Context: an optimization exercise on an open-source flow, tuned for small area, a short achievable clock period and few clock cycles per item. The choices shown serve that exercise and are no tape-out recipe. In this exercise RTL edits were held to simulation tests only and were not proved equivalent to the original.

v17:
==> flow/design.v (excerpt) <==
module hb_interp2 #(
    parameter int unsigned DW   = 16,
    parameter int unsigned ACCW = 36
) (
    input  logic                 clk,
    input  logic                 reset,
    input  logic signed [DW-1:0] x_in,
    input  logic                 x_in_valid,
    output logic                 x_in_ready,
    output logic signed [DW-1:0] y_out,
    output logic                 y_out_valid
);
Size in the first run: roughly 1800 cells after synthesis, roughly 420 flip-flops, roughly 0.020 mm2 of cells after synthesis.
Settings: LEC_CHECK=0, CAP_MARGIN=20, CORE_MARGIN=2, CORE_UTILIZATION=65, CTS_CLUSTER_DIAMETER=100, CTS_CLUSTER_SIZE=30, PLACE_DENSITY=0.75, SETUP_SLACK_MARGIN=2.8, SLEW_MARGIN=20; clock period 6.0 ns.
run.sh (not shown) runs the stock make flow with config.mk's settings and CLKGATE_MAP_FILE= SYNTH_SCRIPT=/design/flow/synth_recipe.tcl, a recipe that flattens the netlist after the stock synthesis.
v17 closes out successfully: all stages finished, all timing, DRC and antenna checks passed.
Testbench counts of v17, summed over its fixed seeds: cycles 4,144, samples 2,048.
The following lists how v47 was set up differently from v17:
# v17
export LEC_CHECK = 0
export CAP_MARGIN = 20
export CORE_MARGIN = 2
export CORE_UTILIZATION = 65
export CTS_CLUSTER_DIAMETER = 100
export CTS_CLUSTER_SIZE = 30
export PLACE_DENSITY = 0.75
export SETUP_SLACK_MARGIN = 2.8
export SLEW_MARGIN = 20
create_clock -name core_clock -period 6.0 [get_ports {clk}]
# v47
export LEC_CHECK = 0
export CAP_MARGIN = 20
export CORE_MARGIN = 2
export CORE_UTILIZATION = 40
export CTS_BUF_LIST = sky130_fd_sc_hd__clkbuf_4 sky130_fd_sc_hd__clkbuf_8
export PLACE_DENSITY = 0.6
export SETUP_SLACK_MARGIN = 2.8
export SLEW_MARGIN = 20
create_clock -name core_clock -period 6.0 [get_ports {clk}]
Results
- NOTE: core region area in v47 exceeds that of v17
- v47 against v17: achievable frequency down 0.66%, total non-filler cell area in the finished layout up 0.0013 mm2.
- Against v17, v47 reports a global-route usage that is lower.
Relative to v47, the following input files were edited for v44:
# v47
export LEC_CHECK = 0
export CAP_MARGIN = 20
export CORE_MARGIN = 2
export CORE_UTILIZATION = 40
export CTS_BUF_LIST = sky130_fd_sc_hd__clkbuf_4 sky130_fd_sc_hd__clkbuf_8
export PLACE_DENSITY = 0.6
export SETUP_SLACK_MARGIN = 2.8
export SLEW_MARGIN = 20
create_clock -name core_clock -period 6.0 [get_ports {clk}]
# v44
export LEC_CHECK = 0
export CAP_MARGIN = 5
export CORE_MARGIN = 2
export CORE_UTILIZATION = 65
export CTS_CLUSTER_DIAMETER = 100
export CTS_CLUSTER_SIZE = 30
export PLACE_DENSITY = 0.75
export SETUP_SLACK_MARGIN = 2.8
export SLEW_MARGIN = 5
create_clock -name core_clock -period 6.0 [get_ports {clk}]
### Flow results
Area fraction in and, or, nand and nor cells after synthesis: v44 vs v47 identical. For v44, the end of the critical path was zr[10]$_DFF_P_, unlike v47, where it was zr[12]$_DFF_P_. Between v47 and v44, the wire length is higher for v47. On v44: transition at the pin with the smallest max-transition slack is 0.052 ns higher than what v47 gave. Routability congestion estimate, v44 vs v47: up by a few percent. met1 routing resource usage after global routing for v44: 13 points up relative to v47. v47 → v44: mean number of vias per cell picked up an extra 17%; count of fill cells added during filler insertion lost 2425; share of the clock period used by the worst path after layout lost 0.34 points.
#### Input delta (v4 over v44)
# v44
export LEC_CHECK = 0
export CAP_MARGIN = 5
export CORE_MARGIN = 2
export CORE_UTILIZATION = 65
export CTS_CLUSTER_DIAMETER = 100
export CTS_CLUSTER_SIZE = 30
export PLACE_DENSITY = 0.75
export SETUP_SLACK_MARGIN = 2.8
export SLEW_MARGIN = 5
create_clock -name core_clock -period 6.0 [get_ports {clk}]
# v4
export LEC_CHECK = 0
export CAP_MARGIN = 20
export CORE_MARGIN = 2
export CORE_UTILIZATION = 40
export CTS_CLUSTER_DIAMETER = 100
export CTS_CLUSTER_SIZE = 30
export PLACE_DENSITY = 0.6
export SETUP_SLACK_MARGIN = 2.8
export SLEW_MARGIN = 20
create_clock -name core_clock -period 6.0 [get_ports {clk}]
==> comparison <==
Changes observed in v4 relative to v44: first-pass GRT wire length rose by about 4.4%, detailed route wirelength on metal2 has increased, first-iteration DRC count shows an increase of 20%. When the final numbers for v4 and v44 were put side by side, the hold slack turned out to be greater in v44. Changes observed in v4 relative to v44: fraction of standard cell area that is sequential fell 0.39 points; number of buffers created by CTS about even; met2 track demand over resource fell 17 points. Compared with v44, final cell count in v4 increased by more than 10%. v44 → v4: number of diodes added for antenna fixing decreased 2, clock-buffer cell count decreased by 2 relative to the old numbers.
Input-level comparison between v45 and v4:
# v4
export LEC_CHECK = 0
export CAP_MARGIN = 20
export CORE_MARGIN = 2
export CORE_UTILIZATION = 40
export CTS_CLUSTER_DIAMETER = 100
export CTS_CLUSTER_SIZE = 30
export PLACE_DENSITY = 0.6
export SETUP_SLACK_MARGIN = 2.8
export SLEW_MARGIN = 20
create_clock -name core_clock -period 6.0 [get_ports {clk}]
# v45
export LEC_CHECK = 0
export CAP_MARGIN = 20
export CORE_MARGIN = 2
export CORE_UTILIZATION = 40
export CTS_BUF_LIST = sky130_fd_sc_hd__clkbuf_8
export CTS_CLUSTER_SIZE = 30
export PLACE_DENSITY = 0.6
export SETUP_SLACK_MARGIN = 3.2
export SLEW_MARGIN = 20
create_clock -name core_clock -period 6.0 [get_ports {clk}]
==> notes.md <==
The via count of v45 exceeds that of v4 by 6.1%.
Sequential cell area in the final layout grows slightly when moving from v4 to v45.
Compared with v4, v45 shows a higher total area of multi-input combinational cells.
Worst hold slack (higher): v4
Going from v4 to v45, overall fraction of global-route tracks in use increased by 1.4 points relative to the old numbers, wire length increased by 5.6% relative to the old numbers, post-route minimum period increased by 0.051 ns relative to the old numbers.
Here is what was changed in the inputs of v8 compared with v45.
# v45
export LEC_CHECK = 0
export CAP_MARGIN = 20
export CORE_MARGIN = 2
export CORE_UTILIZATION = 40
export CTS_BUF_LIST = sky130_fd_sc_hd__clkbuf_8
export CTS_CLUSTER_SIZE = 30
export PLACE_DENSITY = 0.6
export SETUP_SLACK_MARGIN = 3.2
export SLEW_MARGIN = 20
create_clock -name core_clock -period 6.0 [get_ports {clk}]
# v8
export LEC_CHECK = 0
export CAP_MARGIN = 20
export CORE_MARGIN = 2
export CORE_UTILIZATION = 65
export CTS_CLUSTER_DIAMETER = 100
export CTS_CLUSTER_SIZE = 30
export PLACE_DENSITY = 0.75
export SETUP_SLACK_MARGIN = 3.4
export SLEW_MARGIN = 20
create_clock -name core_clock -period 6.0 [get_ports {clk}]
[summary]
v8 was carried through to the last stage, and its layout satisfied the timing, design-rule and antenna checks. Looking at total length of routed met2 wires across v45 and v8, the one that comes out lower is v8. Between v45 and v8, multi-input logic portion of the cell area is higher for v8, v45 comes in under that. Compared with v45, v8 improves achievable clock frequency. Re share of cell area taken by flip-flops and latches: v8 is 1.5 points up on v45. | final area | v8 vs v45 | better |. met1 usage up 12 points in v8 wrt v45. Summary of v8 over v45: buffer count from post-CTS setup fixing rose 4; number of nets in the layout went down. v8: global-route usage over all layers 9.8 points above v45.

static timing again, ports no longer ideal:
In the flow no input, the clock included, has a driving cell. The finished layouts below were timed again as built, in two steps. Step 1, drivers: a clkbuf_16 drives clk and a buf_2 each remaining input, both assumed. Step 2 times the ports against the registers' clock, not the clock port: input delays grow and output delays shrink by t, the midpoint of the rising clock arrivals with the driver on. a / b / c = no drivers / after step 1 / after step 2; a / b = the first two.
| run | shift t [ns] | setup slack, ns | worst setup path after step 2 | worst data-port slew with drivers (ns) |
|---|---|---|---|---|
| v17 | 0.572 | 2.819 / 2.819 / 2.819 | register to register | 0.04 |
| v47 | 0.696 | 2.798 / 2.798 / 2.798 | register to register | 0.03 |
| v44 | 0.572 | 2.819 / 2.819 / 2.819 | register to register | 0.04 |
| v4 | 0.602 | 2.769 / 2.769 / 2.769 | register to register | 0.03 |
| v45 | 0.710 | 2.718 / 2.718 / 2.718 | register to register | 0.03 |
| v8 | 0.580 | 2.798 / 2.798 / 2.798 | register to register | 0.04 |
After both steps setup and hold are still met in every run listed.
